Source: an optimization exercise on an open RTL-to-GDS flow (aim: small area, a short achievable clock period and few clock cycles per item). Production flows keep margins and buffers that such runs may drop. In this exercise RTL edits were held to simulation tests only and were not proved equivalent to the original.

<file path="design/flow/config.mk">
export PLATFORM = sky130hd
export DESIGN_NAME = signed_point_polygon_distance
export DESIGN_NICKNAME = signed_point_polygon_distance
export VERILOG_FILES = /design/flow/design.v
export SDC_FILE = /design/flow/constraint.sdc
export NUM_CORES = 4
export LEC_CHECK = 0
export ABC_CLOCK_PERIOD_IN_PS = 5000
export CAP_MARGIN = 20
export CORE_MARGIN = 2
export CORE_UTILIZATION = 40
export SETUP_SLACK_MARGIN = 4
export SLEW_MARGIN = 20
</file>
<file path="design/flow/constraint.sdc">
create_clock -name core_clock -period 11.0 [get_ports {clk_i}]
set_input_delay 2.2000 -clock core_clock [delete_from_list [all_inputs] [get_ports {clk_i}]]
set_output_delay 2.2000 -clock core_clock [all_outputs]
set_load 0.01 [all_outputs]
</file>
<file path="design/flow/design.v">
`default_nettype none
package sppd_pkg;
  localparam int COORD_BITS = 12;
  localparam int DIST_W     = 18;
  localparam logic CFG_QUERY_X = 1'b0;
  localparam logic CFG_QUERY_Y = 1'b1;
  typedef struct packed {
    logic [COORD_BITS-1:0] vertex_x;
    logic [COORD_BITS-1:0] vertex_y;
    logic                  final_vertex;
  } in_req_t;
  typedef struct packed {
    logic signed [DIST_W-1:0] signed_distance;
    logic [COORD_BITS-1:0]    nearest_x;
    logic [COORD_BITS-1:0]    nearest_y;
  } out_req_t;
endpackage
`default_nettype wire
`default_nettype none
module sppd_ctrl #(
  parameter int NU = 1,            
  parameter int DS = 3,            
  parameter int SQ = 3             
) (
  input  wire logic        clk_i,
  input  wire logic        rst_ni,
  input  wire logic [11:0] qx_i,
  input  wire logic [11:0] qy_i,
  input  wire logic        ho_v_i,
  output logic             ho_rdy_o,
  input  wire logic        ho_int_i,
  input  wire logic        ho_zero_i,
  input  wire logic [49:0] ho_nn_i,
  input  wire logic [5:0]  ho_en_i,
  input  wire logic [24:0] ho_ln_i,
  input  wire logic [4:0]  ho_el_i,
  input  wire logic [25:0] ho_e2_i,
  input  wire logic        ho_par_i,
  output logic             out_valid_o,
  input  wire logic        out_stall_i,
  output logic [41:0]      out_data_o
);
  logic        pv_q, p_int_q, p_zero_q, p_par_q;
  logic [49:0] p_nn_q;
  logic [5:0]  p_en_q;
  logic [24:0] p_ln_q;
  logic [4:0]  p_el_q;
  logic [25:0] p_e2_q;
  logic        rr_in_q, rr_out_q, o_v_q;
  logic        rr_in, rr_out;
  logic [1:0]  busy, fin, ld, em;
  logic [16:0] rt [2];
  logic [1:0]  par;
  logic [25:0] e2 [2];
  wire out_free = ~o_v_q | ~out_stall_i;
  assign rr_in  = (NU == 2) & rr_in_q;
  assign rr_out = (NU == 2) & rr_out_q;
  wire emit     = (rr_out ? fin[1] : fin[0]) & out_free;
  assign em     = {emit & rr_out, emit & ~rr_out};
  wire tgt_busy = rr_in ? busy[1] : busy[0];
  wire tgt_idle = ~tgt_busy | (em[rr_in]);
  wire load     = tgt_idle & (pv_q | ho_v_i);
  assign ld     = {load & rr_in, load & ~rr_in};
  wire take_ho  = ho_v_i & ho_rdy_o;
  assign ho_rdy_o = ~pv_q | ~tgt_busy | ((rr_in ? fin[1] : fin[0]) & ~o_v_q &
                                         (rr_out == rr_in));
  always_ff @(posedge clk_i or negedge rst_ni) begin
    if (!rst_ni) begin
      pv_q     <= 1'b0;
      rr_in_q  <= 1'b0;
      rr_out_q <= 1'b0;
    end else begin
      pv_q <= pv_q ? ~load | take_ho : take_ho & ~load;
      if (load) rr_in_q  <= ~rr_in_q;
      if (emit) rr_out_q <= ~rr_out_q;
    end
  end
  always_ff @(posedge clk_i) begin
    if (take_ho & (pv_q | ~load)) begin
      p_int_q <= ho_int_i; p_zero_q <= ho_zero_i; p_par_q <= ho_par_i;
      p_nn_q  <= ho_nn_i;  p_en_q   <= ho_en_i;
      p_ln_q  <= ho_ln_i;  p_el_q   <= ho_el_i;
      p_e2_q  <= ho_e2_i;
    end
  end
  wire        j_int  = pv_q ? p_int_q  : ho_int_i;
  wire        j_zero = pv_q ? p_zero_q : ho_zero_i;
  wire        j_par  = pv_q ? p_par_q  : ho_par_i;
  wire [49:0] j_nn   = pv_q ? p_nn_q   : ho_nn_i;
  wire [5:0]  j_en   = pv_q ? p_en_q   : ho_en_i;
  wire [24:0] j_ln   = pv_q ? p_ln_q   : ho_ln_i;
  wire [4:0]  j_el   = pv_q ? p_el_q   : ho_el_i;
  wire [25:0] j_e2   = pv_q ? p_e2_q   : ho_e2_i;
  if (NU == 1) begin : g_tie
    assign busy[1] = 1'b0;
    assign fin[1]  = 1'b0;
    assign rt[1]   = '0;
    assign par[1]  = 1'b0;
    assign e2[1]   = '0;
  end
  for (genvar g = 0; g < NU; g++) begin : g_u
    sppd_root #(.DS(DS), .SQ(SQ)) u_root (
      .clk_i   (clk_i),
      .rst_ni  (rst_ni),
      .ld_i    (ld[g]),
      .int_i   (j_int),
      .zero_i  (j_zero),
      .par_i   (j_par),
      .nn_i    (j_nn),
      .en_i    (j_en),
      .ln_i    (j_ln),
      .el_i    (j_el),
      .e2_i    (j_e2),
      .emit_i  (em[g]),
      .busy_o  (busy[g]),
      .fin_o   (fin[g]),
      .rt_o    (rt[g]),
      .par_o   (par[g]),
      .e2_o    (e2[g])
    );
  end
  logic [16:0] o_mag_q;
  logic        o_par_q;
  logic [25:0] o_e2_q;
  always_ff @(posedge clk_i or negedge rst_ni) begin
    if (!rst_ni)           o_v_q <= 1'b0;
    else if (emit)         o_v_q <= 1'b1;
    else if (~out_stall_i) o_v_q <= 1'b0;
  end
  always_ff @(posedge clk_i) begin
    if (emit) begin
      o_mag_q <= rr_out ? rt[1]  : rt[0];
      o_par_q <= rr_out ? par[1] : par[0];
      o_e2_q  <= rr_out ? e2[1]  : e2[0];
    end
  end
  wire [17:0] mag = {1'b0, o_mag_q};
  assign out_valid_o = o_v_q;
  assign out_data_o  = {o_par_q ? mag : 18'(-mag),
                        qx_i - o_e2_q[24:13], qy_i - o_e2_q[11:0]};
endmodule
module sppd_root #(
  parameter int DS = 2,
  parameter int SQ = 2
) (
  input  wire logic        clk_i,
  input  wire logic        rst_ni,
  input  wire logic        ld_i,
  input  wire logic        int_i,
  input  wire logic        zero_i,
  input  wire logic        par_i,
  input  wire logic [49:0] nn_i,
  input  wire logic [5:0]  en_i,
  input  wire logic [24:0] ln_i,
  input  wire logic [4:0]  el_i,
  input  wire logic [25:0] e2_i,
  input  wire logic        emit_i,
  output logic             busy_o,
  output logic             fin_o,
  output logic [16:0]      rt_o,
  output logic             par_o,
  output logic [25:0]      e2_o
);
  wire [4:0]  ji_pairs = 5'((7'(en_i) + 7'd10) >> 1);
  wire [33:0] ji_y     = en_i[0] ? nn_i[49:16] : {1'b0, nn_i[49:17]};
  wire signed [7:0] jf_sd = $signed({2'b0, en_i}) - $signed({3'b0, el_i}) + 8'sd9;
  wire        jf_none  = (jf_sd <= 0);
  wire [5:0]  jf_bits  = jf_sd[5:0];
  wire [4:0]  jf_pairs = 5'((7'(jf_bits) + 7'd1) >> 1);
  wire [4:0]  j_scnt   = (zero_i || (!int_i && jf_none)) ? 5'd0 :
                         int_i ? ji_pairs : jf_pairs;
  logic        u_busy_q, u_frac_q, u_par_q;
  logic [25:0] u_e2_q;
  logic [4:0]  u_scnt_q;           
  logic [2:0]  u_qn_q;             
  logic [2:0]  s_np, d_np;         
  logic [24:0] u_rem_q, u_ln_q;
  logic [25:0] u_dsh_q;            
  logic [5:0]  u_dcnt_q;           
  logic [4:0]  u_qb_q;             
  logic [33:0] u_ysh_q;            
  logic [18:0] u_r_q;              
  logic [16:0] u_rt_q;             
  logic [24:0]   d_rem [DS+1];
  logic [25:0]   d_sh  [DS+1];
  logic [DS-1:0] d_q;
  always_comb begin
    d_rem[0] = u_rem_q;
    d_sh[0]  = u_dsh_q;
    for (int s = 0; s < DS; s++) begin
      logic [25:0] r2;
      logic [26:0] t;
      r2 = {d_rem[s], d_sh[s][25]};
      t  = {1'b0, r2} - {2'b0, u_ln_q};
      d_q[DS-1-s] = 1'b0;
      if (3'(s) < d_np) begin
        d_q[DS-1-s] = ~t[26];
        d_rem[s+1]  = t[26] ? r2[24:0] : t[24:0];
        d_sh[s+1]   = {d_sh[s][24:0], 1'b0};
      end else begin
        d_rem[s+1]  = d_rem[s];
        d_sh[s+1]   = d_sh[s];
      end
    end
  end
  wire [8:0]   qbx = {u_qb_q, 4'b0};
  logic [18:0] s_r  [SQ+1];
  logic [16:0] s_rt [SQ+1];
  always_comb begin
    s_r[0]  = u_r_q;
    s_rt[0] = u_rt_q;
    for (int s = 0; s < SQ; s++) begin
      logic [1:0]  pr;
      logic [20:0] r4;
      logic [21:0] t;
      if (u_frac_q) pr = qbx[8-2*s -: 2];
      else          pr = u_ysh_q[33-2*s -: 2];
      r4 = {s_r[s], pr};
      t  = {1'b0, r4} - {3'b0, s_rt[s], 2'b01};
      if (3'(s) < s_np) begin
        s_r[s+1]  = t[21] ? r4[18:0] : t[18:0];
        s_rt[s+1] = {s_rt[s][15:0], ~t[21]};
      end else begin
        s_r[s+1]  = s_r[s];
        s_rt[s+1] = s_rt[s];
      end
    end
  end
  wire [2:0] qb_keep = u_qn_q - {s_np[1:0], 1'b0};
  wire [4:0] qb_rest = u_qb_q << {s_np[1:0], 1'b0};
  wire [8:0] qb_ins  = {d_q, (9-DS)'(0)} >> qb_keep;
  wire [8:0] qb_all  = {qb_rest, 4'b0} | qb_ins;
  function automatic logic [2:0] f_snp(input logic frac, input logic [2:0] qn,
                                       input logic [4:0] scnt);
    logic [2:0] av;
    av = frac ? 3'(qn >> 1) : 3'(SQ);
    if (av > 3'(SQ)) av = 3'(SQ);
    f_snp = (5'(av) > scnt) ? 3'(scnt) : av;
  endfunction
  function automatic logic [2:0] f_dnp(input logic frac, input logic [5:0] dcnt);
    f_dnp = !frac ? 3'd0 : (dcnt >= 6'(DS)) ? 3'(DS) : 3'(dcnt);
  endfunction
  wire [2:0] nx_qn   = qb_keep + d_np;
  wire [4:0] nx_scnt = u_scnt_q - 5'(s_np);
  wire [5:0] nx_dcnt = u_dcnt_q - 6'(d_np);
  assign fin_o  = u_busy_q & (u_scnt_q == 5'(s_np));
  assign busy_o = u_busy_q;
  assign rt_o   = s_rt[SQ];
  assign par_o  = u_par_q;
  assign e2_o   = u_e2_q;
  always_ff @(posedge clk_i or negedge rst_ni) begin
    if (!rst_ni) begin
      u_busy_q <= 1'b0;
      u_scnt_q <= '0;
      s_np     <= '0;
      d_np     <= '0;
    end else begin
      if (ld_i) begin
        u_busy_q <= 1'b1;
        u_scnt_q <= j_scnt;
        s_np     <= f_snp(~int_i, {2'b0, jf_bits[0]}, j_scnt);
        d_np     <= f_dnp(~int_i, jf_bits);
      end else begin
        if (emit_i) u_busy_q <= 1'b0;
        if (u_busy_q) begin
          u_scnt_q <= nx_scnt;
          s_np     <= f_snp(u_frac_q, nx_qn, nx_scnt);
          d_np     <= f_dnp(u_frac_q, nx_dcnt);
        end
      end
    end
  end
  always_ff @(posedge clk_i) begin
    if (ld_i) begin
      u_frac_q <= ~int_i;
      u_par_q  <= par_i;
      u_e2_q   <= e2_i;
      u_rem_q  <= {1'b0, nn_i[49:26]};
      u_dsh_q  <= nn_i[25:0];
      u_ln_q   <= ln_i;
      u_dcnt_q <= jf_bits;
      u_qb_q   <= '0;
      u_qn_q   <= {2'b0, jf_bits[0]};
      u_ysh_q  <= ji_y;
      u_r_q    <= '0;
      u_rt_q   <= '0;
    end else if (u_busy_q) begin
      u_rem_q  <= d_rem[DS];
      u_dsh_q  <= d_sh[DS];
      u_dcnt_q <= nx_dcnt;
      u_qb_q   <= qb_all[8:4];
      u_qn_q   <= nx_qn;
      u_ysh_q  <= u_ysh_q << {s_np, 1'b0};
      u_r_q    <= s_r[SQ];
      u_rt_q   <= s_rt[SQ];
    end
  end
endmodule
`default_nettype wire
`default_nettype none
module sppd_dp #(
  parameter int M = 16                
) (
  input  wire logic        clk_i,
  input  wire logic        rst_ni,
  input  wire logic        cfg_we_i,
  input  wire logic        cfg_idx_i,
  input  wire logic [11:0] cfg_data_i,
  input  wire logic        in_valid_i,
  output logic             in_stall_o,
  input  wire logic [24:0] in_data_i,
  output logic [11:0]      qx_o,
  output logic [11:0]      qy_o,
  output logic             ho_v_o,
  input  wire logic        ho_rdy_i,
  output logic             ho_int_o,
  output logic             ho_zero_o,
  output logic [49:0]      ho_nn_o,
  output logic [5:0]       ho_en_o,
  output logic [24:0]      ho_ln_o,
  output logic [4:0]       ho_el_o,
  output logic [25:0]      ho_e2_o,
  output logic             ho_par_o
);
  localparam int EB = (1 << (M + 2)) + 4;    
  function automatic logic [4:0] msb25(input logic [24:0] x);
    integer i;
    msb25 = 5'd0;
    for (i = 0; i < 25; i = i + 1) if (x[i]) msb25 = i[4:0];
  endfunction
  logic [11:0] qx_q, qy_q;
  always_ff @(posedge clk_i or negedge rst_ni) begin
    if (!rst_ni) begin
      qx_q <= '0;
      qy_q <= '0;
    end else if (cfg_we_i) begin
      if (cfg_idx_i == sppd_pkg::CFG_QUERY_Y) qy_q <= cfg_data_i;
      else                                    qx_q <= cfg_data_i;
    end
  end
  assign qx_o = qx_q;
  assign qy_o = qy_q;
  logic hold;        
  logic               start_q;       
  logic               s0_v_q, sk_v_q;
  logic               s0_fin_q, s0_first_q, sk_fin_q, sk_first_q;
  logic signed [12:0] s0_ex_q, s0_ey_q, sk_ex_q, sk_ey_q;
  wire                in_fire = in_valid_i & ~sk_v_q;
  wire [11:0]         in_vx   = in_data_i[24:13];
  wire [11:0]         in_vy   = in_data_i[12:1];
  wire                in_fin  = in_data_i[0];
  wire signed [12:0]  in_ex   = $signed({1'b0, qx_q}) - $signed({1'b0, in_vx});
  wire signed [12:0]  in_ey   = $signed({1'b0, qy_q}) - $signed({1'b0, in_vy});
  assign in_stall_o = sk_v_q;
  always_ff @(posedge clk_i or negedge rst_ni) begin
    if (!rst_ni) begin
      start_q <= 1'b1;
      s0_v_q  <= 1'b0;
      sk_v_q  <= 1'b0;
    end else begin
      if (in_fire) start_q <= in_fin;
      if (!hold) begin
        s0_v_q <= sk_v_q | in_fire;
        sk_v_q <= 1'b0;
      end else if (in_fire) begin
        if (s0_v_q) sk_v_q <= 1'b1;
        else        s0_v_q <= 1'b1;
      end
    end
  end
  always_ff @(posedge clk_i) begin
    if (!hold) begin
      if (sk_v_q) begin
        s0_ex_q <= sk_ex_q; s0_ey_q <= sk_ey_q;
        s0_fin_q <= sk_fin_q; s0_first_q <= sk_first_q;
      end else if (in_fire) begin
        s0_ex_q <= in_ex; s0_ey_q <= in_ey;
        s0_fin_q <= in_fin; s0_first_q <= start_q;
      end
    end else if (in_fire) begin
      if (s0_v_q) begin
        sk_ex_q <= in_ex; sk_ey_q <= in_ey;
        sk_fin_q <= in_fin; sk_first_q <= start_q;
      end else begin
        s0_ex_q <= in_ex; s0_ey_q <= in_ey;
        s0_fin_q <= in_fin; s0_first_q <= start_q;
      end
    end
  end
  logic               cl_pend_q, cl_first_q, nseg0_q;
  logic signed [12:0] pe_x_q, pe_y_q, fe_x_q, fe_y_q;
  logic [23:0]        psx_q, psy_q;
  logic [24:0]        fs_q;
  logic [23:0]        sqx, sqy;
  sppd_sqs #(.N(12)) u_sqx (.x_i(s0_ex_q), .p_o(sqx));
  sppd_sqs #(.N(12)) u_sqy (.x_i(s0_ey_q), .p_o(sqy));
  wire [24:0]         s0_s  = 25'(sqx) + 25'(sqy);
  wire                seg_norm = s0_v_q & ~s0_first_q;
  wire                seg_v    = seg_norm | cl_pend_q;
  wire signed [12:0]  e1x = pe_x_q;
  wire signed [12:0]  e1y = pe_y_q;
  wire signed [12:0]  e2x = cl_pend_q ? fe_x_q : s0_ex_q;
  wire signed [12:0]  e2y = cl_pend_q ? fe_y_q : s0_ey_q;
  wire [24:0]         e2s = cl_pend_q ? fs_q : s0_s;
  wire [24:0]         e1s = 25'(psx_q) + 25'(psy_q);
  wire signed [12:0]  dxx = e1x - e2x;
  wire signed [12:0]  dyy = e1y - e2y;
  logic [23:0]        sqdx, sqdy;
  sppd_sqs #(.N(12)) u_sqdx (.x_i(dxx), .p_o(sqdx));
  sppd_sqs #(.N(12)) u_sqdy (.x_i(dyy), .p_o(sqdy));
  wire [24:0]         len = 25'(sqdx) + 25'(sqdy);
  wire [12:0]         u1x = e1x ^ 13'h1000;
  wire [12:0]         u1y = e1y ^ 13'h1000;
  wire [12:0]         u2x = e2x ^ 13'h1000;
  wire [12:0]         u2y = e2y ^ 13'h1000;
  wire [27:0]         c28 = 28'(u1x) * 28'(u2y) - 28'(u1y) * 28'(u2x)
                          - ((28'(u1x) + 28'(u2y) - 28'(u1y) - 28'(u2x)) << 12);
  wire signed [26:0]  c12 = c28[26:0];
  wire                cneg = c12[26];
  wire                ax0  = (e1x == e2x);
  wire                ay0  = (e1y == e2y);
  wire [23:0]         nax  = ax0 ? psx_q : psy_q;
  wire                e1yge = ~e1y[12];
  wire                e2yge = ~e2y[12];
  wire                e1xgt = ~e1x[12] & (e1x != 0);
  wire                e2xgt = ~e2x[12] & (e2x != 0);
  wire                skip  = (e1yge == e2yge) | (e1xgt & e2xgt);
  logic               s1_v_q, s1_close_q, s1_first_q;
  logic [24:0]        s1_e1s_q, s1_e2s_q, s1_len_q;
  logic [25:0]        s1_c_q;
  logic               s1_cneg_q, s1_axis_q, s1_skip_q, s1_e1yge_q;
  logic [23:0]        s1_nax_q;
  logic [25:0]        s1_e2_q;
  always_ff @(posedge clk_i or negedge rst_ni) begin
    if (!rst_ni) begin
      cl_pend_q <= 1'b0;
      cl_first_q <= 1'b0;
      nseg0_q   <= 1'b0;
      s1_v_q    <= 1'b0;
    end else if (!hold) begin
      cl_pend_q  <= s0_v_q & s0_fin_q;
      cl_first_q <= s0_first_q;
      if (s0_v_q & s0_first_q) nseg0_q <= 1'b1;
      else if (seg_norm)       nseg0_q <= 1'b0;
      s1_v_q <= seg_v;
    end
  end
  always_ff @(posedge clk_i) begin
    if (!hold) begin
      if (s0_v_q) begin
        pe_x_q <= s0_ex_q; pe_y_q <= s0_ey_q;
        psx_q  <= sqx;     psy_q  <= sqy;
      end
      if (s0_v_q & s0_first_q) begin
        fe_x_q <= s0_ex_q; fe_y_q <= s0_ey_q;
        fs_q   <= s0_s;
      end
      s1_close_q <= cl_pend_q;
      s1_first_q <= cl_pend_q ? cl_first_q : nseg0_q;
      s1_e1s_q   <= e1s;
      s1_e2s_q   <= e2s;
      s1_len_q   <= len;
      s1_c_q     <= c12[25:0];
      s1_cneg_q  <= cneg;
      s1_axis_q  <= ax0 | ay0;
      s1_nax_q   <= nax;
      s1_skip_q  <= skip;
      s1_e1yge_q <= e1yge;
      s1_e2_q    <= {e2x, e2y};
    end
  end
  wire        s1_cz_q = (s1_c_q == 0);
  wire [25:0] t1   = 26'(s1_e1s_q) + 26'(s1_len_q);
  wire [25:0] t2   = 26'(s1_e2s_q) + 26'(s1_len_q);
  wire        endA = (26'(s1_e2s_q) >= t1);
  wire        endB = (26'(s1_e1s_q) >= t2);
  wire        perp = ~endA & ~endB;
  wire        isint = ~perp | s1_axis_q | s1_cz_q;
  wire [24:0] ni   = endA ? s1_e1s_q : endB ? s1_e2s_q :
                     s1_cz_q ? 25'd0 : 25'(s1_nax_q);
  wire        nz   = (ni == 0);
  wire [4:0]  eni  = msb25(ni);
  wire [24:0] nin  = ni << (5'd24 - eni);
  wire [24:0] cabs = s1_cneg_q ? 25'(-s1_c_q) : s1_c_q[24:0];
  wire [4:0]  kc   = msb25(cabs);
  wire [24:0] cn   = cabs << (5'd24 - kc);
  wire [4:0]  el   = msb25(s1_len_q);
  wire [24:0] lnn  = s1_len_q << (5'd24 - el);
  wire        flip = ~s1_skip_q & ~s1_cz_q & (~s1_cneg_q == s1_e1yge_q);
  logic          a_v_q, a_close_q, a_first_q, a_int_q, a_zero_q, a_flip_q;
  logic          a_sni_q, a_sl_q;
  logic [24:0]   a_v25_q, a_ln_q;
  logic [4:0]    a_e5_q, a_el_q;
  logic [25:0]   a_e2_q;
  always_ff @(posedge clk_i or negedge rst_ni) begin
    if (!rst_ni)    a_v_q <= 1'b0;
    else if (!hold) a_v_q <= s1_v_q;
  end
  always_ff @(posedge clk_i) begin
    if (!hold) begin
      a_close_q <= s1_close_q;
      a_first_q <= s1_first_q;
      a_int_q   <= isint;
      a_zero_q  <= isint & nz;
      a_flip_q  <= flip;
      a_e2_q    <= s1_e2_q;
      a_sni_q   <= |nin[24-M:0];
      if (isint) begin
        a_v25_q <= nz ? 25'd0 : nin;
        a_e5_q  <= nz ? 5'd0 : eni;
        a_ln_q  <= 25'h1000000;
        a_el_q  <= 5'd0;
        a_sl_q  <= 1'b0;
      end else begin
        a_v25_q <= cn;
        a_e5_q  <= kc;
        a_ln_q  <= lnn;
        a_el_q  <= el;
        a_sl_q  <= |lnn[24-M:0];
      end
    end
  end
  wire [M+1:0] ct  = a_v25_q[24 -: (M+2)];
  logic [2*M+3:0] ct2;
  sppd_sq #(.N(M+2)) u_sqct (.a_i(ct), .p_o(ct2));
  wire        ctb  = ct2[2*M+3];
  wire [M-1:0] nmf = ctb ? ct2[2*M+3 -: M] : ct2[2*M+2 -: M];
  logic          s2_v_q, s2_close_q, s2_first_q, s2_int_q, s2_zero_q, s2_flip_q;
  logic [M-1:0]  s2_nm_q;
  logic [5:0]    s2_en_q;
  logic          s2_sn_q, s2_sl_q;
  logic [24:0]   s2_v25_q, s2_ln_q;
  logic [4:0]    s2_el_q;
  logic [25:0]   s2_e2_q;
  logic signed [7:0] s2_d_q;
  wire  signed [7:0] s2_d_c = a_int_q ? $signed({3'b0, a_e5_q})
                                      : $signed({2'b0, a_e5_q, ctb}) - $signed({3'b0, a_el_q});
  always_ff @(posedge clk_i or negedge rst_ni) begin
    if (!rst_ni)    s2_v_q <= 1'b0;
    else if (!hold) s2_v_q <= a_v_q;
  end
  always_ff @(posedge clk_i) begin
    if (!hold) begin
      s2_close_q <= a_close_q;
      s2_first_q <= a_first_q;
      s2_int_q   <= a_int_q;
      s2_zero_q  <= a_zero_q;
      s2_flip_q  <= a_flip_q;
      s2_e2_q    <= a_e2_q;
      s2_d_q     <= s2_d_c;
      s2_v25_q   <= a_v25_q;
      s2_ln_q    <= a_ln_q;
      s2_el_q    <= a_el_q;
      s2_sl_q    <= a_sl_q;
      if (a_int_q) begin
        s2_nm_q  <= a_v25_q[24 -: M];
        s2_en_q  <= {1'b0, a_e5_q};
        s2_sn_q  <= a_sni_q;
      end else begin
        s2_nm_q  <= nmf;
        s2_en_q  <= {a_e5_q, ctb};
        s2_sn_q  <= 1'b1;
      end
    end
  end
  logic          b_int_q, b_zero_q, b_sn_q, b_sl_q, par_q;
  logic [49:0]   b_nn_q;
  logic [5:0]    b_en_q;
  logic [24:0]   b_ln_q;
  logic [4:0]    b_el_q;
  logic [25:0]   b_e2_q;
  logic [24:0]   b_cn_q;
  logic signed [7:0] b_d_q, sb_d_q;
  logic [M-1:0]  b_nmc_q, sb_nmc_q;    
  logic [49:0]   csq;
  sppd_sq #(.N(25)) u_sqc (.a_i(s2_v25_q), .p_o(csq));
  wire [49:0]    nn_f  = csq[49] ? csq : {csq[48:0], 1'b0};
  wire [5:0]     en_f  = {s2_en_q[5:1], csq[49]};
  wire [49:0]    n_nn  = s2_int_q ? {s2_v25_q, 25'd0} : nn_f;
  wire [5:0]     n_en  = s2_int_q ? s2_en_q : en_f;
  wire           n_sn  = s2_int_q ? s2_sn_q : (|nn_f[49-M:0]);
  wire [M-1:0]   b_nm  = b_nmc_q;
  wire [M-1:0]   b_lm  = b_ln_q[24 -: M];
  wire [M-1:0]   n_lm  = s2_ln_q[24 -: M];
  logic          d_hi, d_lo;
  logic [1:0]    sxa, sya;
  wire [M+1:0]   nm_sh = (M+2)'(s2_nm_q) << sxa;
  wire [M+1:0]   bm_sh = (M+2)'(b_nm) << sya;
  wire [2*M+3:0] yw    = (2*M+4)'(bm_sh) * (2*M+4)'(n_lm);
  wire [2*M+3:0] xw    = (2*M+4)'(nm_sh) * (2*M+4)'(b_lm);
  wire [2*M+3:0] dw    = yw - xw;
  localparam int KB = M + 3;                
  wire           x_in  = s2_sn_q | b_sl_q;
  wire           y_in  = b_sn_q | s2_sl_q;
  logic [2*M+2:0] orv, andv;                 
  for (genvar k = 0; k <= 2*M+2; k++) begin : g_sfx
    assign orv[k]  = |dw[2*M+2:k];
    assign andv[k] = &dw[2*M+2:k];
  end
  wire           d_ge  = x_in ? orv[KB + 32'(sxa)] : orv[sxa];
  wire           d_le  = ~(y_in ? andv[KB + 32'(sya)] : andv[sya]);
  wire           lt_dec = d_hi | (~d_lo & ~dw[2*M+3] & d_ge);
  wire           gt_dec = d_lo | (~d_hi &  dw[2*M+3] & d_le);
  wire [30:0]    key_n = {~s2_zero_q, s2_en_q[4:0], s2_v25_q};
  wire [30:0]    key_b = {~b_zero_q, b_en_q[4:0], b_nn_q[49:25]};
  wire           lt_i  = key_n < key_b;
  wire           eq_i  = key_n == key_b;
  wire           eqx   = ~s2_int_q & ~b_int_q & (s2_v25_q == b_cn_q) &
                         (s2_en_q[5:1] == b_en_q[5:1]) &
                         (s2_ln_q == b_ln_q) & (s2_el_q == b_el_q);
  logic lt, eq, amb;
  always_comb begin
    lt = 1'b0; eq = 1'b0; amb = 1'b0;
    if (s2_int_q & b_int_q) begin
      lt = lt_i; eq = eq_i;
    end else if (s2_zero_q) begin
      lt = 1'b1;
    end else if (b_zero_q) begin
      lt = 1'b0;
    end else if (eqx) begin
      eq = 1'b1;
    end else begin
      lt  = lt_dec;
      amb = ~lt_dec & ~gt_dec;
    end
  end
  logic          fbh_q;
  logic          fb_lowz_q;
  logic [4:0]    fb_cnt_q;
  logic signed [55:0] fb_acc_q;
  logic          sb_int_q, sb_zero_q, sb_sn_q, sb_sl_q, sb_close_q;
  logic [49:0]   sb_nn_q;
  logic [5:0]    sb_en_q;
  logic [24:0]   sb_ln_q, sb_cn_q;
  logic [4:0]    sb_el_q;
  logic [25:0]   sb_e2_q;
  logic ho_pend_q;
  wire  ho_block = ho_pend_q & ~ho_rdy_i;
  assign hold    = fbh_q | (s2_v_q & ho_block);
  wire  adv      = s2_v_q & ~hold;
  wire  defer    = adv & ~s2_first_q & amb;
  wire  take     = ~defer & (s2_first_q | lt | (s2_close_q & eq));
  wire  retire   = fbh_q & (fb_cnt_q == 5'd25);
  wire  fb_lt    = fb_acc_q[55];
  wire  fb_eq    = (fb_acc_q == 0) & fb_lowz_q;
  wire  take_sb  = retire & (fb_lt | (sb_close_q & fb_eq));
  always_ff @(posedge clk_i or negedge rst_ni) begin
    if (!rst_ni) begin
      ho_pend_q <= 1'b0;
      fbh_q     <= 1'b0;
    end else begin
      ho_pend_q <= (adv & s2_close_q & ~defer) | (retire & sb_close_q) | ho_block;
      if (defer)       fbh_q <= 1'b1;
      else if (retire) fbh_q <= 1'b0;
    end
  end
  always_ff @(posedge clk_i) begin
    if (take_sb) begin
      b_int_q  <= sb_int_q;
      b_zero_q <= sb_zero_q;
      b_nn_q   <= sb_nn_q;
      b_en_q   <= sb_en_q;
      b_sn_q   <= sb_sn_q;
      b_nmc_q  <= sb_nmc_q;
      b_ln_q   <= sb_ln_q;
      b_el_q   <= sb_el_q;
      b_sl_q   <= sb_sl_q;
      b_e2_q   <= sb_e2_q;
      b_cn_q   <= sb_cn_q;
      b_d_q    <= sb_d_q;
    end else if (adv & take) begin
      b_int_q  <= s2_int_q;
      b_zero_q <= s2_zero_q;
      b_nn_q   <= n_nn;
      b_en_q   <= n_en;
      b_sn_q   <= s2_sn_q;
      b_nmc_q  <= s2_nm_q;
      b_ln_q   <= s2_ln_q;
      b_el_q   <= s2_el_q;
      b_sl_q   <= s2_sl_q;
      b_e2_q   <= s2_e2_q;
      b_cn_q   <= s2_v25_q;
      b_d_q    <= s2_d_q;
    end
    if (adv) par_q <= (s2_first_q ? 1'b0 : par_q) ^ s2_flip_q;
    if (defer) begin
      sb_int_q   <= s2_int_q;
      sb_zero_q  <= s2_zero_q;
      sb_nn_q    <= n_nn;
      sb_en_q    <= n_en;
      sb_sn_q    <= s2_sn_q;
      sb_nmc_q   <= s2_nm_q;
      sb_ln_q    <= s2_ln_q;
      sb_el_q    <= s2_el_q;
      sb_sl_q    <= s2_sl_q;
      sb_e2_q    <= s2_e2_q;
      sb_cn_q    <= s2_v25_q;
      sb_d_q     <= s2_d_q;
      sb_close_q <= s2_close_q;
    end
  end
  wire signed [7:0] s2_d_nx = hold ? s2_d_q : s2_d_c;
  logic [5:0] dsel_sb, dsel_n, dsel_b;
  wire signed [7:0] dg_sb = sb_d_q - s2_d_nx;
  wire signed [7:0] dg_n  = s2_d_q - s2_d_nx;
  wire signed [7:0] dg_b  = b_d_q - s2_d_nx;
  sppd_dsel u_dsel_sb (.d_i(dg_sb), .sel_o(dsel_sb));
  sppd_dsel u_dsel_n  (.d_i(dg_n),  .sel_o(dsel_n));
  sppd_dsel u_dsel_b  (.d_i(dg_b),  .sel_o(dsel_b));
  always_ff @(posedge clk_i)
    {d_hi, d_lo, sxa, sya} <= take_sb ? dsel_sb : (adv & take) ? dsel_n : dsel_b;
  wire [6:0]     fex   = 7'(sb_en_q) + 7'(b_el_q);
  wire [6:0]     fey   = 7'(b_en_q) + 7'(sb_el_q);
  wire signed [7:0] ddx = $signed({1'b0, fey}) - $signed({1'b0, fex});
  wire [51:0]    fx_op = (ddx < 0) ? (52'(sb_nn_q) << 2'(-ddx)) : 52'(sb_nn_q);
  wire [51:0]    fy_op = (ddx > 0) ? (52'(b_nn_q) << 2'(ddx)) : 52'(b_nn_q);
  wire           fx_b  = b_ln_q[fb_cnt_q];
  wire           fy_b  = sb_ln_q[fb_cnt_q];
  wire signed [55:0] fb_sum = fb_acc_q + (fx_b ? $signed({4'b0, fx_op}) : 56'sd0)
                                       - (fy_b ? $signed({4'b0, fy_op}) : 56'sd0);
  always_ff @(posedge clk_i) begin
    if (!fbh_q) begin
      fb_acc_q  <= '0;
      fb_lowz_q <= 1'b1;
      fb_cnt_q  <= '0;
    end else if (!retire) begin
      fb_acc_q  <= fb_sum >>> 1;
      fb_lowz_q <= fb_lowz_q & ~fb_sum[0];
      fb_cnt_q  <= fb_cnt_q + 5'd1;
    end
  end
  assign ho_v_o    = ho_pend_q;
  assign ho_int_o  = b_int_q;
  assign ho_zero_o = b_zero_q;
  assign ho_nn_o   = b_nn_q;
  assign ho_en_o   = b_en_q;
  assign ho_ln_o   = b_ln_q;
  assign ho_el_o   = b_el_q;
  assign ho_e2_o   = b_e2_q;
  assign ho_par_o  = par_q;
endmodule
module sppd_sqs #(
  parameter int N = 12
) (
  input  wire logic [N:0]     x_i,
  output logic      [2*N-1:0] p_o
);
  logic         sg;
  logic [N-1:0] y;
  always_comb begin
    sg  = x_i[N];
    y   = x_i[N-1:0] ^ {N{sg}};
    p_o = (2*N)'(sg);
    for (int i = 0; i < N; i++) begin
      p_o = p_o + ((2*N)'(y[i]) << (2*i));
      p_o = p_o + ((2*N)'(y[i] & sg) << (i + 1));
      for (int j = i + 1; j < N; j++)
        p_o = p_o + ((2*N)'(y[i] & y[j]) << (i + j + 1));
    end
  end
endmodule
module sppd_dsel (
  input  wire logic [7:0] d_i,
  output logic      [5:0] sel_o
);
  wire       neg = d_i[7];
  wire [7:0] nd  = 8'd0 - d_i;
  wire       hi  = ~neg & (d_i >= 8'd3);
  wire       lo  = neg & (nd >= 8'd3);
  assign sel_o = {hi, lo, neg ? nd[1:0] : 2'd0, neg ? 2'd0 : d_i[1:0]};
endmodule
module sppd_sq #(
  parameter int N = 12
) (
  input  wire logic [N-1:0]   a_i,
  output logic      [2*N-1:0] p_o
);
  always_comb begin
    p_o = '0;
    for (int i = 0; i < N; i++) begin
      p_o = p_o + ((2*N)'(a_i[i]) << (2*i));
      for (int j = i + 1; j < N; j++)
        p_o = p_o + ((2*N)'(a_i[i] & a_i[j]) << (i + j + 1));
    end
  end
endmodule
`default_nettype wire
`default_nettype none
module signed_point_polygon_distance (
  input  wire logic                  clk_i,
  input  wire logic                  rst_ni,
  input  wire logic                  cfg_we_i,
  input  wire logic                  cfg_idx_i,
  input  wire logic [sppd_pkg::COORD_BITS-1:0] cfg_data_i,
  input  wire logic                  in_valid_i,
  output logic                       in_stall_o,
  input  sppd_pkg::in_req_t          in_data_i,
  output logic                       out_valid_o,
  input  wire logic                  out_stall_i,
  output sppd_pkg::out_req_t         out_data_o
);
  logic [11:0] qx, qy;
  logic        ho_v, ho_rdy, ho_int, ho_zero, ho_par;
  logic [49:0] ho_nn;
  logic [5:0]  ho_en;
  logic [24:0] ho_ln;
  logic [4:0]  ho_el;
  logic [25:0] ho_e2;
  sppd_dp u_dp (
    .clk_i      (clk_i),
    .rst_ni     (rst_ni),
    .cfg_we_i   (cfg_we_i),
    .cfg_idx_i  (cfg_idx_i),
    .cfg_data_i (cfg_data_i),
    .in_valid_i (in_valid_i),
    .in_stall_o (in_stall_o),
    .in_data_i  (in_data_i),
    .qx_o       (qx),
    .qy_o       (qy),
    .ho_v_o     (ho_v),
    .ho_rdy_i   (ho_rdy),
    .ho_int_o   (ho_int),
    .ho_zero_o  (ho_zero),
    .ho_nn_o    (ho_nn),
    .ho_en_o    (ho_en),
    .ho_ln_o    (ho_ln),
    .ho_el_o    (ho_el),
    .ho_e2_o    (ho_e2),
    .ho_par_o   (ho_par)
  );
  sppd_ctrl u_ctrl (
    .clk_i       (clk_i),
    .rst_ni      (rst_ni),
    .qx_i        (qx),
    .qy_i        (qy),
    .ho_v_i      (ho_v),
    .ho_rdy_o    (ho_rdy),
    .ho_int_i    (ho_int),
    .ho_zero_i   (ho_zero),
    .ho_nn_i     (ho_nn),
    .ho_en_i     (ho_en),
    .ho_ln_i     (ho_ln),
    .ho_el_i     (ho_el),
    .ho_e2_i     (ho_e2),
    .ho_par_i    (ho_par),
    .out_valid_o (out_valid_o),
    .out_stall_i (out_stall_i),
    .out_data_o  (out_data_o)
  );
endmodule
`default_nettype wire
</file>
<file path="design/flow/run.sh">
#!/bin/bash
# synth_recipe.tcl (not shown) runs the flow's synth.tcl, then flattens the netlist and writes it again
# the make line also repeats each setting of config.mk as NAME=value (left out here)
make -C /OpenROAD-flow-scripts/flow DESIGN_CONFIG=/design/flow/config.mk WORK_HOME=/design/flow/orfs CLKGATE_MAP_FILE= SYNTH_SCRIPT=/design/flow/synth_recipe.tcl finish
</file>
==> impl_metrics.tcl, run 1 <==
set metrics [dict create \
    drive_above_1_share_pct 11.5 \
    synth_cells 15900 \
    synth_seq_area_share_pct 25.9 \
    gp_congestion 0.919 \
    max_stage_delay_ns 0.61 \
    yosys.area.top_type "edfxtp_1" \
    clk_pin_slew_worst_paths_ns 0.06 \
    core_area_um2 369000 \
    antenna_found_initial 16 \
    synthFlopType "edfxtp_1" \
    critPathMaxFanout 8 \
    syn_area_um2 148000 \
    rows 223 \
    setup_violations 0 \
    drc 0 \
    hold_buffers 0 \
    critical_path_class "flop to flop" \
    hold_violations 0 \
    cts_max_level 4 \
    slew_viol_final 0 \
    overflow 0 \
    nets 19100 \
    clk_latency_ns 0.88 \
    synth.area.top_cells "edfxtp_1 (23%), fa_1 (18%), ha_1 (13%)" \
    finalCriticalPeriod_ns 10.63 \
    ios 87 \
    worstPathArrival_ns 11.19 \
    async_flop_share_pct 3.70 \
    ant_nets 0 \
    synth.avg_cell_area_um2 9.32 \
    rsz0062_at_grt "true" \
    wl_um 433000 \
    cts-root-buf "clkbuf_16" \
    fin_skew_ns 0.0867 \
    end_kind "flop" \
    crit_required_ns 11.56 \
    initial_core_util_pct 40.2 \
    yosys_warnings 14 \
    first_pass_iters 7 \
    first_global_vias 112000 \
    crit_slowest_cell "mux4_2" \
    max_freq_mhz 94.1 \
    grt_pass1_wl_um 668000 \
    die-area_um2 376000 \
    via_per_inst 5.37 \
    status "finished clean" \
    worst_path_most_repeated_cell "fa_1" \
    stdcell_count 21300 \
    clock_path_buffers 4 \
    post_drt_wl_per_cell_um 20.3 \
    grt_usage_pct 22.7 \
    dpl.cell_count 20800 \
    cp-start-kind "flop" \
    worst_hold_path_type "flop to flop" \
    worstMarginPinSlew_ns 1.17 \
    die_x_um 613 \
    clock_sinks 1325 \
    area_growth_pct 12.9 \
    synth_top_cell_area_share_pct 23.4 \
    maxCapViolCount 0 \
    cts_buffers 161 \
    synth_seq_cells 1325 \
    final.period_utilization_pct 96.7 \
    timing.slew.headroom_pct 21.9 \
    fillCellCount 35400 \
    io_buffers 86 \
    dp_hpwl_um 334000 \
    cts_tree "yes" \
    die_h_um 613 \
    drtIter0Drc 9579 \
    grt_max_degree 137 \
    vias 114000 \
    synthesis.nets 18800 \
    synth_edf_count 1157 \
    ys_types 120 \
]
==> synthesized netlist by cell type (all sizes together) (16+ instances only) <==
library cell,instances
nand2b,110
edfxtp,1157
o21bai,116
xnor2,476
o41ai,21
and2,512
o211ai,85
ha,1493
or3,57
a21o,222
a31oi,105
nand3,169
o21a,86
nand3b,22
a211o,18
fa,1326
a21boi,80
a21oi,824
a221oi,25
dfrtp,48
a31o,16
nor2,925
o21ai,679
nand2,2090
clkbuf,550
xor2,260
nand4,68
o22ai,50
or2,173
nor3,218
a211oi,86
and3,81
nor2b,244
o31ai,41
mux4,81
mux2i,443
a221o,37
mux2,196
inv,2175
a22oi,34
nor4,54
buf,101
a311oi,19
dfxtp,119
==> stage by stage <==
step / area, um^2 / setup TNS (ns) / hold slack (ns) / setup WS, ns / util, %
6_report: 167000 / 0 / 0.370 / 0.368 / 45.4
2_1_floorplan: 149000 / -612.16 / 0.400 / -2.71 / -
5_1_grt: 167000 / -1.77 / 0.374 / -0.0357 / 45.4
3_3_place_gp: 157000 / -10.03 / 0.401 / -0.518 / 42.6
4_1_cts: 165000 / 0 / 0.357 / 0.408 / 44.8
3_5_place_dp: 157000 / -9.20 / 0.405 / -0.478 / 42.6
==> worst max-delay path: cells and delay by family (launching register included) <==
family          cells  cell delay [ns]
compound gates      7             1.43
xor+xnor            2             0.32
fa+ha+maj           9             4.07
buf+inv            11             1.42
flops               1             0.41
mux                 1             0.61
simple gates       12             2.07
==> metal layers <==
layer	routed length (um)	global-route usage (%)	part of all wire (%)
met1	191000	31.4	44
met2	203000	37.5	47
met3	22700	2.34	5.2
met4	15700	7.13	3.6
met5	143	0	0.033
==> repair_timing <==
action | in CTS | in global routing
setup endpoints to repair | 666 | 691
setup buffers | 119 | 111
cloned | 26 | 7
pin swaps | 195 | 156
resized for setup | 307 | 296
==> area by class of cell <==
cell class              instances  area, um^2  area share, %
flip-flops and latches       1325       38400           22.9
inverters                    2185        8240           4.92
well taps                    4950        6190           3.70
multi-input cells           11700      101000           60.6
diodes                          2        5.00        0.00299
repair buffers                814        7870           4.70
clock buffers                 195        4250           2.54
clock inverters                90        1070          0.637
==> path summary, 6_finish.rpt <==
check	endpoint	cells past startpoint	startpoint	slack, ns
max	u_dp.sb_e2_q[2]$_DFFE_PP_	42	u_dp.sxa[0]$_DFF_P_	0.37
min reg2reg	u_dp.s2_v25_q[1]$_DFFE_PP_	0	u_dp.a_v25_q[1]$_DFFE_PP_	0.37
min in group asynchronous	u_ctrl.o_v_q$_DFFE_PN0P_	1	rst_ni	1.25
max reg2reg	u_dp.sb_e2_q[2]$_DFFE_PP_	42	u_dp.sxa[0]$_DFF_P_	0.37
max in group asynchronous	u_dp.qx_q[5]$_DFFE_PN0P_	2	rst_ni	8.62
min	u_dp.s2_v25_q[1]$_DFFE_PP_	0	u_dp.a_v25_q[1]$_DFFE_PP_	0.37
==> cell usage in the layout, fill, tap and decap left out, types with 201 or more instances in the layout <==
cell type  synthesis  routed
and2_1           512     491
nand2_1         2089    2077
nor2b_1          244     239
mux2i_1          443     428
edfxtp_1        1157    1157
nor3_1           214     201
fa_1            1326    1304
buf_4              3     573
inv_1           2169    2136
o21ai_0          656     582
a21o_1           222     221
xor2_1           259     255
a21oi_1          822     747
xnor2_1          474     471
ha_1            1493    1459
nor2_1           922     894
==> flip-flops by register name, indices dropped and copies added, names as in the netlist, 26 cells and up <==
register,flops
u_dp.fb_acc_q,55
u_ctrl.p_nn_q,50
u_dp.b_nn_q,50
u_dp.sb_nn_q,50
u_ctrl.g_u.u_root.u_ysh_q,34
u_ctrl.g_u.u_root.u_dsh_q,26
u_dp.s1_c_q,26
==> cell families after synthesis <==
group | Yosys count | synth area share [%]
AO/OA/AOI/OAI | 2696 | 11.4
XOR/XNOR | 736 | 4.38
adder cells (fa/ha/maj) | 2820 | 30.5
buffers and inverters | 2836 | 7.22
flip-flops | 1325 | 25.9
multiplexers | 720 | 5.71
AND/OR/NAND/NOR | 4775 | 14.9
Testbench counts, summed over its fixed seeds: cycles 11,007, vertices 8,938.
==> inputs of run 2 (changes only) <==
--- a/design/flow/design.v
+++ b/design/flow/design.v
@@ -683,7 +683,7 @@
       b_d_q    <= s2_d_q;
     end
     if (adv) par_q <= (s2_first_q ? 1'b0 : par_q) ^ s2_flip_q;
-    if (defer) begin
+    if (adv) begin    
       sb_int_q   <= s2_int_q;
       sb_zero_q  <= s2_zero_q;
       sb_nn_q    <= n_nn;
==> impl_metrics.tcl, run 2 <==
set metrics [dict create \
    yosys_warnings 14 \
    initial_core_util_pct 40.2 \
    antenna_found_initial 11 \
    synth_top_cell_area_share_pct 23.2 \
    hold_violations 0 \
    synthAdderAreaFrac_pct 30.2 \
    regMostFlops "u_dp.fb_acc_q" \
    wirelength_met1_um 192000 \
    grt_max_degree 140 \
    reg2regPathDepth 42 \
    drive_above_1_share_pct 10.1 \
    vias 115000 \
    finalCriticalPeriod_ns 10.43 \
    clk_latency_ns 0.92 \
    yosysMostFrequentCell "inv_1" \
    critPathMaxFanout 8 \
    ff_latch_area_um2 38400 \
    ant_nets 0 \
    max_stage_delay_ns 0.56 \
    fin_ws_ns 0.572 \
    post-place-ws_ns -0.000190 \
    io_buffers 86 \
    nets 18900 \
    dp_hpwl_um 338000 \
    routed.top_layer "met5" \
    maxCapViolCount 0 \
    worst_hold_path_type "flop to flop" \
    post_drt_wl_per_cell_um 20.7 \
    cts_tree "yes" \
    slew_viol_final 0 \
    worstPathArrival_ns 11.05 \
    die-area_um2 379000 \
    first_global_vias 116000 \
    syn_area_um2 150000 \
    cp-start-kind "flop" \
    largest_reg_flops 55 \
    synth.area.top_cells "edfxtp_1 (23%), fa_1 (18%), ha_1 (12%)" \
    synth_edf_count 1157 \
    area_growth_pct 10.8 \
    synth_top_family_by_area "adder cells" \
    synth.avg_cell_area_um2 9.40 \
    max_freq_mhz 95.9 \
    critPathTopFamily "adder cells" \
    rsz0062_at_grt "true" \
    grt_usage_pct 22.8 \
    final_core_util_pct 44.5 \
    synthFlopType "edfxtp_1" \
    cts_max_level 4 \
    crit_required_ns 11.62 \
    synthMuxAreaShare_pct 6.53 \
    drc 0 \
    first_pass_iters 6 \
    hold-path-cell-count 0 \
    yosys.area.top_type "edfxtp_1" \
    final.period_utilization_pct 94.8 \
    final_common_cell "inv_1" \
    final_cell_mix "inv_1 (2107), nand2_1 (1913), ha_1 (1466)" \
    ios 87 \
    worstMarginPinSlew_ns 1.13 \
    synthTopCellsByCount "inv_1 (2124), nand2_1 (1919), ha_1 (1493), fa_1 (1326), edfxtp_1 (1157)" \
    synth_xor_area_share_pct 4.28 \
    hold_buffers 0 \
    grt_pass1_wl_um 682000 \
    overflow 0 \
    route.met3.wl_um 21400 \
    r2r-start "u_dp.sxa[0]$_DFF_P_" \
    rows 224 \
    gp_congestion 0.945 \
    clock_sinks 1325 \
    critical_path_class "flop to flop" \
    end_kind "flop" \
    synth_seq_cells 1325 \
    crit_slowest_cell "mux4_2" \
    synthesis.nets 18800 \
    async_flop_share_pct 3.70 \
    die_h_um 616 \
    die_x_um 616 \
    multiInputGateArea_um2 102000 \
    timing.rr.end "u_dp.b_nmc_q[6]$_DFFE_PP_" \
    synth_compound_area_share_pct 11.4 \
    drtIter0Drc 8541 \
    wl_um 437000 \
    timing.slew.headroom_pct 24.7 \
    worst_path_most_repeated_cell "fa_1" \
    synth_seq_area_share_pct 25.6 \
    synthSimpleGateAreaFrac_pct 14.9 \
    clock_path_buffers 4 \
    fillCellCount 35900 \
    core_area_um2 372000 \
    r2r_slack_ns 0.57 \
    cts-root-buf "clkbuf_16" \
    via_per_inst 5.43 \
    crit_buf_inv 8 \
    wl_met2_um 208000 \
    synth_cells 15900 \
    status "finished clean" \
    cts_buffers 165 \
    clk_pin_slew_worst_paths_ns 0.06 \
    setup_violations 0 \
    ys_types 110 \
    min_from "u_ctrl.g_u[0].u_root.u_e2_q[20]$_DFFE_PP_" \
    holdPathEnd "u_ctrl.o_e2_q[20]$_DFFE_PP_" \
    fin_skew_ns 0.0970 \
]
==> run 2: logic make-up after synthesis <==
group,count (synthesis)
AO/OA/AOI/OAI,2662
multiplexers,796
XOR/XNOR,730
adder cells (fa/ha/maj),2819
AND/OR/NAND/NOR,4794
flip-flops,1325
buffers and inverters,2802
==> run 2: worst register-to-register path, delay by kind of cell (launching register included) <==
family,cells,cell delay (ns)
multiplexers,1,0.56
adder cells (fa/ha/maj),8,3.58
buffers and inverters,8,0.96
AO/OA/AOI/OAI,13,2.45
flip-flops,1,0.40
XOR/XNOR,1,0.22
AND/OR/NAND/NOR,11,2.01
==> run 2: per-layer routing <==
layer	vias up	track usage, %
met5	-	0
met3	695	2.30
met4	2	7.42
li1	54100	-
met1	57000	30.4
met2	2972	38.7
==> run 2: metrics by stage <==
stage          setup TNS (ns)  cells  cell area (um^2)  hold WS (ns)
2_1_floorplan               0  15900            151000         0.400
3_3_place_gp                0  20600            158000         0.401
3_5_place_dp        -0.000645  20600            158000         0.405
4_1_cts                     0  21100            166000         0.387
5_1_grt                     0  21100            166000         0.396
6_report                    0  21100            166000         0.387
==> run 2: final cells by class <==
| type | count | area share [%] |
|---|---|---|
| multi-input cells | 11800 | 61.7 |
| flip-flops and latches | 1325 | 23.1 |
| inverters | 2139 | 4.85 |
| well taps | 4972 | 3.75 |
| repair buffers | 570 | 3.11 |
| clock buffers | 202 | 2.67 |
| clock inverters | 101 | 0.829 |
| diodes | 10 | 0.0151 |
==> run 2: how the worst max path moves through the flow <==
stage	slack [ns]	from	endpoint	depth (start not counted)
2_1_floorplan	0.97	u_dp.sxa[0]$_DFF_P_	u_dp.b_cn_q[0]$_DFFE_PP_	41
3_3_place_gp	0.10	u_dp.sya[0]$_DFF_P_	u_dp.b_nn_q[11]$_DFFE_PP_	37
3_5_place_dp	-0.0002	u_dp.sya[0]$_DFF_P_	u_dp.b_nn_q[11]$_DFFE_PP_	36
4_1_cts	0.64	u_dp.sxa[0]$_DFF_P_	u_dp.b_e2_q[17]$_DFFE_PP_	42
5_1_grt	0.20	u_dp.sxa[0]$_DFF_P_	u_dp.b_nmc_q[0]$_DFFE_PP_	43
6_report	0.57	u_dp.sxa[0]$_DFF_P_	u_dp.b_nmc_q[6]$_DFFE_PP_	42
==> run 2: timing repair <==
item	4_1_cts	5_1_grt
pin swaps	87	36
cloned	14	3
endpoints found under the setup margin	509	523
gates resized for setup	138	36
buffers inserted	134	11
Testbench counts of run 2, summed over its fixed seeds: cycles 11,007, vertices 8,938.
==> inputs of run 3 (changes only) <==
--- a/design/flow/config.mk
+++ b/design/flow/config.mk
@@ -5,9 +5,7 @@
 export SDC_FILE = /design/flow/constraint.sdc
 export NUM_CORES = 4
 export LEC_CHECK = 0
-export ABC_CLOCK_PERIOD_IN_PS = 5000
 export CAP_MARGIN = 20
 export CORE_MARGIN = 2
 export CORE_UTILIZATION = 40
-export SETUP_SLACK_MARGIN = 4
 export SLEW_MARGIN = 20
==> impl_metrics.tcl, run 3 <==
set metrics [dict create \
    worstPathArrival_ns 11.21 \
    hold_violations 0 \
    drive_above_1_share_pct 8.67 \
    async_flop_share_pct 3.70 \
    grt_pass1_wl_um 664000 \
    end_kind "flop" \
    syn_area_um2 150000 \
    area_growth_pct 9.22 \
    largest_reg_flops 55 \
    clk_latency_ns 0.92 \
    grt_usage_pct 22.2 \
    critPathMaxFanout 15 \
    synth_seq_area_share_pct 25.6 \
    first_pass_iters 6 \
    core_area_um2 372000 \
    setup_violations 0 \
    drc 0 \
    final_cell_mix "inv_1 (2120), nand2_1 (1916), ha_1 (1489)" \
    die_h_um 616 \
    via_per_inst 5.40 \
    cts-root-buf "clkbuf_16" \
    ios 87 \
    first_global_vias 113000 \
    maxCapViolCount 0 \
    post-place-ws_ns 0.0326 \
    dp_hpwl_um 334000 \
    rows 224 \
    wl_um 428000 \
    vias 114000 \
    synth_seq_cells 1325 \
    antenna_found_initial 14 \
    final_common_cell "inv_1" \
    yosysMostFrequentCell "inv_1" \
    drtIter0Drc 8874 \
    nets 18800 \
    grt_max_degree 151 \
    worst_path_most_repeated_cell "buf_4" \
    finalCriticalPeriod_ns 10.61 \
    fin_ws_ns 0.394 \
    worstMarginPinSlew_ns 1.16 \
    fillCellCount 36000 \
    ys_types 110 \
    clk_pin_slew_worst_paths_ns 0.07 \
    ant_nets 0 \
    die-area_um2 379000 \
    dpl.cell_count 20700 \
    synth_top_cell_area_share_pct 23.2 \
    yosys.area.top_type "edfxtp_1" \
    cts_max_level 4 \
    synth.area.top_cells "edfxtp_1 (23%), fa_1 (18%), ha_1 (12%)" \
    io_buffers 86 \
    synthFlopType "edfxtp_1" \
    yosys_warnings 14 \
    cts_buffers 163 \
    setup-tns-final_ns 0 \
    final.period_utilization_pct 96.4 \
    cp-start-kind "flop" \
    slew_viol_final 0 \
    hold-path-cell-count 0 \
    die_x_um 616 \
    synth_cells 15900 \
    regMostFlops "u_dp.fb_acc_q" \
    initial_core_util_pct 40.2 \
    clock_path_buffers 4 \
    gp_congestion 0.934 \
    stdcell_count 21000 \
    post_drt_wl_per_cell_um 20.3 \
    clock_sinks 1325 \
    crit_slowest_cell "fa_1" \
    final_core_util_pct 43.9 \
    synth.avg_cell_area_um2 9.40 \
    timing.slew.headroom_pct 22.9 \
    synth_edf_count 1157 \
    cts_tree "yes" \
    reg2regPathDepth 41 \
    max_freq_mhz 94.3 \
    synthesis.nets 18800 \
    crit_required_ns 11.61 \
    fin_skew_ns 0.120 \
    critical_path_class "flop to flop" \
    overflow 0 \
    status "finished clean" \
    synthTopCellsByCount "inv_1 (2124), nand2_1 (1919), ha_1 (1493), fa_1 (1326), edfxtp_1 (1157)" \
    worst_hold_path_type "flop to flop" \
    max_stage_delay_ns 0.59 \
]
## run 3: critical path, delay by kind of cell (launching register included)
| family | cells | cell delay [ns] |
|---|---|---|
| DFF | 1 | 0.46 |
| adders and majority gates | 8 | 3.78 |
| AOI/OAI and AO/OA | 9 | 1.97 |
| muxes | 1 | 0.47 |
| buffers and inverters | 13 | 1.93 |
| xor gates and xnor gates | 1 | 0.21 |
| and+or+nand+nor | 9 | 1.50 |
## run 3: final timing paths
kind,startpoint,end,slack (ns)
max,u_dp.s2_nm_q[3]$_DFFE_PP_,u_dp.b_e2_q[23]$_DFFE_PP_,0.39
min,u_dp.a_ln_q[16]$_SDFFCE_PN0P_,u_dp.s2_ln_q[16]$_DFFE_PP_,0.32
max reg2reg,u_dp.s2_nm_q[3]$_DFFE_PP_,u_dp.b_e2_q[23]$_DFFE_PP_,0.39
min reg2reg,u_dp.a_ln_q[16]$_SDFFCE_PN0P_,u_dp.s2_ln_q[16]$_DFFE_PP_,0.32
max in group asynchronous,rst_ni,u_ctrl.pv_q$_DFF_PN0_,8.61
min in group asynchronous,rst_ni,u_dp.qy_q[6]$_DFFE_PN0P_,1.34
## run 3: area by class of cell
class | instances | area (um^2) | area share, %
Clock inverter | 87 | 830 | 0.507
Tap cell | 4972 | 6220 | 3.80
Multi-Input combinational cell | 11800 | 101000 | 61.9
Clock buffer | 210 | 4440 | 2.71
Antenna cell | 4 | 10.0 | 0.00612
Inverter | 2139 | 8050 | 4.92
Timing Repair Buffer | 510 | 4390 | 2.68
Sequential cell | 1325 | 38400 | 23.5
## run 3: per-stage QoR
| stage | hold slack [ns] | area [um^2] |
|---|---|---|
| finish | 0.316 | 164000 |
| global route | 0.321 | 164000 |
| CTS | 0.310 | 163000 |
| detailed placement | 0.405 | 158000 |
| global placement | 0.400 | 158000 |
| floorplan | 0.400 | 150000 |
## run 3: logic make-up after synthesis
logic type	synth area share [%]
AOI/OAI and AO/OA	11.4
buffers and inverters	7.09
muxes	6.53
adders and majority gates	30.2
DFF	25.6
xor gates and xnor gates	4.28
and+or+nand+nor	14.9
## run 3: routing by layer
metal	share of wire, %	vias to the layer above	track usage (%)	wire length (um)
li1	-	53900	-	-
met1	45	56100	30.9	193000
met2	46	3033	36.3	197000
met3	5.3	605	2.11	22700
met4	3.4	2	6.99	14600
met5	0.0028	-	0	12
## run 3: repair_timing
| action | in CTS | in global routing |
|---|---|---|
| buffers inserted | 0 | 14 |
| pin swaps | 0 | 18 |
| cloned | 0 | 7 |
| setup endpoints to repair | 3 | 206 |
| hold buffers | 0 | 0 |
| gates resized for setup | 2 | 64 |
==> inputs of run 4 (changes only) <==
--- a/design/flow/config.mk
+++ b/design/flow/config.mk
@@ -5,7 +5,9 @@
 export SDC_FILE = /design/flow/constraint.sdc
 export NUM_CORES = 4
 export LEC_CHECK = 0
+export ABC_CLOCK_PERIOD_IN_PS = 4000
 export CAP_MARGIN = 20
 export CORE_MARGIN = 2
 export CORE_UTILIZATION = 40
+export SETUP_SLACK_MARGIN = 5
 export SLEW_MARGIN = 20
==> impl_metrics.tcl, run 4 <==
set metrics [dict create \
    vias 119000 \
    grt_usage_pct 23.7 \
    first_global_vias 119000 \
    drtIter0Drc 8772 \
    clock_sinks 1325 \
    final_common_cell "inv_1" \
    worstMarginPinSlew_ns 1.37 \
    syn_area_um2 150000 \
    synth_seq_cells 1325 \
    worstPathArrival_ns 10.82 \
    final_core_util_pct 48.9 \
    synth_top_cell_area_share_pct 23.2 \
    first_pass_iters 8 \
    slew_viol_final 0 \
    worst_hold_path_type "flop to flop" \
    io_buffers 86 \
    yosys_warnings 14 \
    setup-tns-final_ns 0 \
    timing.slew.headroom_pct 8.02 \
    crit_required_ns 11.57 \
    crit_slowest_cell "mux4_2" \
    cp-start-kind "flop" \
    dpl.cell_count 20700 \
    final_cell_mix "inv_1 (2029), nand2_1 (1877), fa_1 (1297)" \
    ios 87 \
    final.period_utilization_pct 93.2 \
    wl_um 463000 \
    synth.area.top_cells "edfxtp_1 (23%), fa_1 (18%), ha_1 (12%)" \
    cts_tree "yes" \
    synth_top_family_by_area "adder cells" \
    synth_xor_area_share_pct 4.28 \
    die_h_um 616 \
    clk_pin_slew_worst_paths_ns 0.06 \
    largest_reg_flops 55 \
    synth_seq_area_share_pct 25.6 \
    stdcell_count 21800 \
    synth_cells 15900 \
    die_x_um 616 \
    nets 19600 \
    cts_max_level 4 \
    cts-root-buf "clkbuf_16" \
    grt_max_degree 129 \
    critPathTopFamily "adder cells" \
    initial_core_util_pct 40.2 \
    synth_compound_area_share_pct 11.4 \
    critPathMaxFanout 7 \
    synthTopCellsByCount "inv_1 (2124), nand2_1 (1919), ha_1 (1493), fa_1 (1326), edfxtp_1 (1157)" \
    via_per_inst 5.46 \
    grt_pass1_wl_um 707000 \
    maxCapViolCount 0 \
    synth_edf_count 1157 \
    rsz0062_at_grt "true" \
    fillCellCount 33800 \
    synthesis.nets 18800 \
    max_freq_mhz 97.6 \
    finalCriticalPeriod_ns 10.25 \
    clock_path_buffers 4 \
    clk_latency_ns 0.91 \
    yosys.area.top_type "edfxtp_1" \
    gp_congestion 0.925 \
    area_growth_pct 21.5 \
    holdWs_ns 0.387 \
    overflow 0 \
    fin_skew_ns 0.109 \
    status "finished clean" \
    yosysMostFrequentCell "inv_1" \
    die-area_um2 379000 \
    hold_violations 0 \
    rows 224 \
    synthAdderAreaFrac_pct 30.2 \
    synthSimpleGateAreaFrac_pct 14.9 \
    core_area_um2 372000 \
    post_drt_wl_per_cell_um 21.2 \
    hold_buffers 0 \
    setup_violations 0 \
    synthMuxAreaShare_pct 6.53 \
    crit_buf_inv 9 \
    drc 0 \
    synthFlopType "edfxtp_1" \
    cts_buffers 167 \
    end_kind "flop" \
    max_stage_delay_ns 0.58 \
    regMostFlops "u_dp.fb_acc_q" \
    critical_path_class "flop to flop" \
    ant_nets 0 \
    synth.avg_cell_area_um2 9.40 \
    dp_hpwl_um 342000 \
    antenna_found_initial 5 \
    drive_above_1_share_pct 20.6 \
    async_flop_share_pct 3.70 \
    ys_types 110 \
]
==> run 4: cell count changes in the layout (fill, tap and decap cells not counted), moves of 78 or more <==
cell | before | now
o21ai_0 | 612 | 391
buf_4 | 396 | 819
o21ai_2 | 6 | 90
o21ai_1 | 27 | 137
ha_1 | 1489 | 1290
buf_6 | 5 | 232
xnor2_1 | 487 | 409
ha_4 | 1 | 176
inv_1 | 2120 | 2029
a21oi_2 | 6 | 153
a21oi_1 | 694 | 514
==> run 4: through the flow <==
step           instance area [um^2]  worst slack [ns]
6_report                     182000             0.750
5_1_grt                      182000             0.400
4_1_cts                      176000             0.699
3_5_place_dp                 158000             0.314
3_3_place_gp                 158000             0.409
2_1_floorplan                151000             0.967
==> run 4: timing repair <==
item	in CTS	in global routing
endpoints found under the setup margin	614	657
hold endpoints to repair	0	0
setup buffers	569	233
pin swaps	607	550
resized for setup	1587	733
cloned	37	10
==> run 4: final timing paths <==
check | from | endpoint | slack, ns | cells past startpoint
setup / recovery | u_dp.sxa[0]$_DFF_P_ | u_dp.b_ln_q[8]$_DFFE_PP_ | 0.75 | 42
hold / removal | u_dp.b_e2_q[5]$_DFFE_PP_ | u_ctrl.p_e2_q[5]$_DFFE_PP_ | 0.39 | 0
setup reg to reg | u_dp.sxa[0]$_DFF_P_ | u_dp.b_ln_q[8]$_DFFE_PP_ | 0.75 | 42
hold reg to reg | u_dp.b_e2_q[5]$_DFFE_PP_ | u_ctrl.p_e2_q[5]$_DFFE_PP_ | 0.39 | 0
max in group asynchronous | rst_ni | u_ctrl.pv_q$_DFF_PN0_ | 8.61 | 2
min in group asynchronous | rst_ni | u_dp.qy_q[8]$_DFFE_PN0P_ | 1.13 | 1
==> run 4: cell type report <==
cell class / count / area (um^2) / share of cell area [%]
Timing Repair inverter: 1 / 7.51 / 0.00413
Clock buffer: 196 / 4370 / 2.40
Timing Repair Buffer: 1282 / 12700 / 6.98
Sequential cell: 1325 / 38400 / 21.1
Antenna cell: 3 / 7.51 / 0.00413
Clock inverter: 110 / 1370 / 0.751
Tap cell: 4972 / 6220 / 3.42
Inverter: 2139 / 8130 / 4.47
Multi-Input combinational cell: 11800 / 111000 / 60.9
==> run 4: layer usage <==
layer  GRT usage, %  vias to the layer above  part of all wire (%)
li1               -                    55500                     -
met1           32.1                    59400                    43
met2           39.6                     3602                    47
met3           2.49                      763                   5.5
met4           7.87                        4                   3.9
met5              0                        -                0.0086
==> run 4: logic make-up after synthesis <==
group	after synthesis
XOR/XNOR	730
buffers and inverters	2802
AND/OR/NAND/NOR	4794
multiplexers	796
adder cells (fa/ha/maj)	2819
flip-flops	1325
AO/OA/AOI/OAI	2662
==> run 4: worst reg2reg max path, delay by kind of cell, from the launching register on <==
kind	cells	cell delay (ns)
and+or+nand+nor	10	1.85
DFF	1	0.35
AOI/OAI and AO/OA	13	2.46
buffers and inverters	9	1.03
adders and majority gates	8	3.52
muxes	1	0.58
xor gates and xnor gates	1	0.19

## re-timing with driven ports
In the flow no input, the clock included, has a driving cell. The finished layouts below were timed again as built, in two steps.
Step 1 (the two cells are an assumption about what drives the block):
set clk [get_ports {clk_i}]
set_driving_cell -lib_cell sky130_fd_sc_hd__clkbuf_16 $clk
set_driving_cell -lib_cell sky130_fd_sc_hd__buf_2 [delete_from_list [all_inputs] $clk]
Step 2 moves the port delays by t, midway between the first and last clock arrival at a register: inputs arrive t later, outputs are due t later. That takes back most of the time a late clock gives input paths.
Slacks: ideal ports / drivers / drivers and shift; pairs: ideal ports / drivers.
run | t (ns) | setup WS [ns] | worst register clock-pin slew, ns | cell pins on the clock port's net
run 1 | 0.946 | 0.368 / 0.368 / 0.368 | 0.08 / 0.08 | 1
run 2 | 0.993 | 0.572 / 0.572 / 0.572 | 0.07 / 0.07 | 1
run 3 | 0.980 | 0.394 / 0.394 / 0.394 | 0.07 / 0.07 | 1
run 4 | 0.973 | 0.750 / 0.750 / 0.750 | 0.07 / 0.07 | 1
After both steps setup and hold are still met in every run listed.
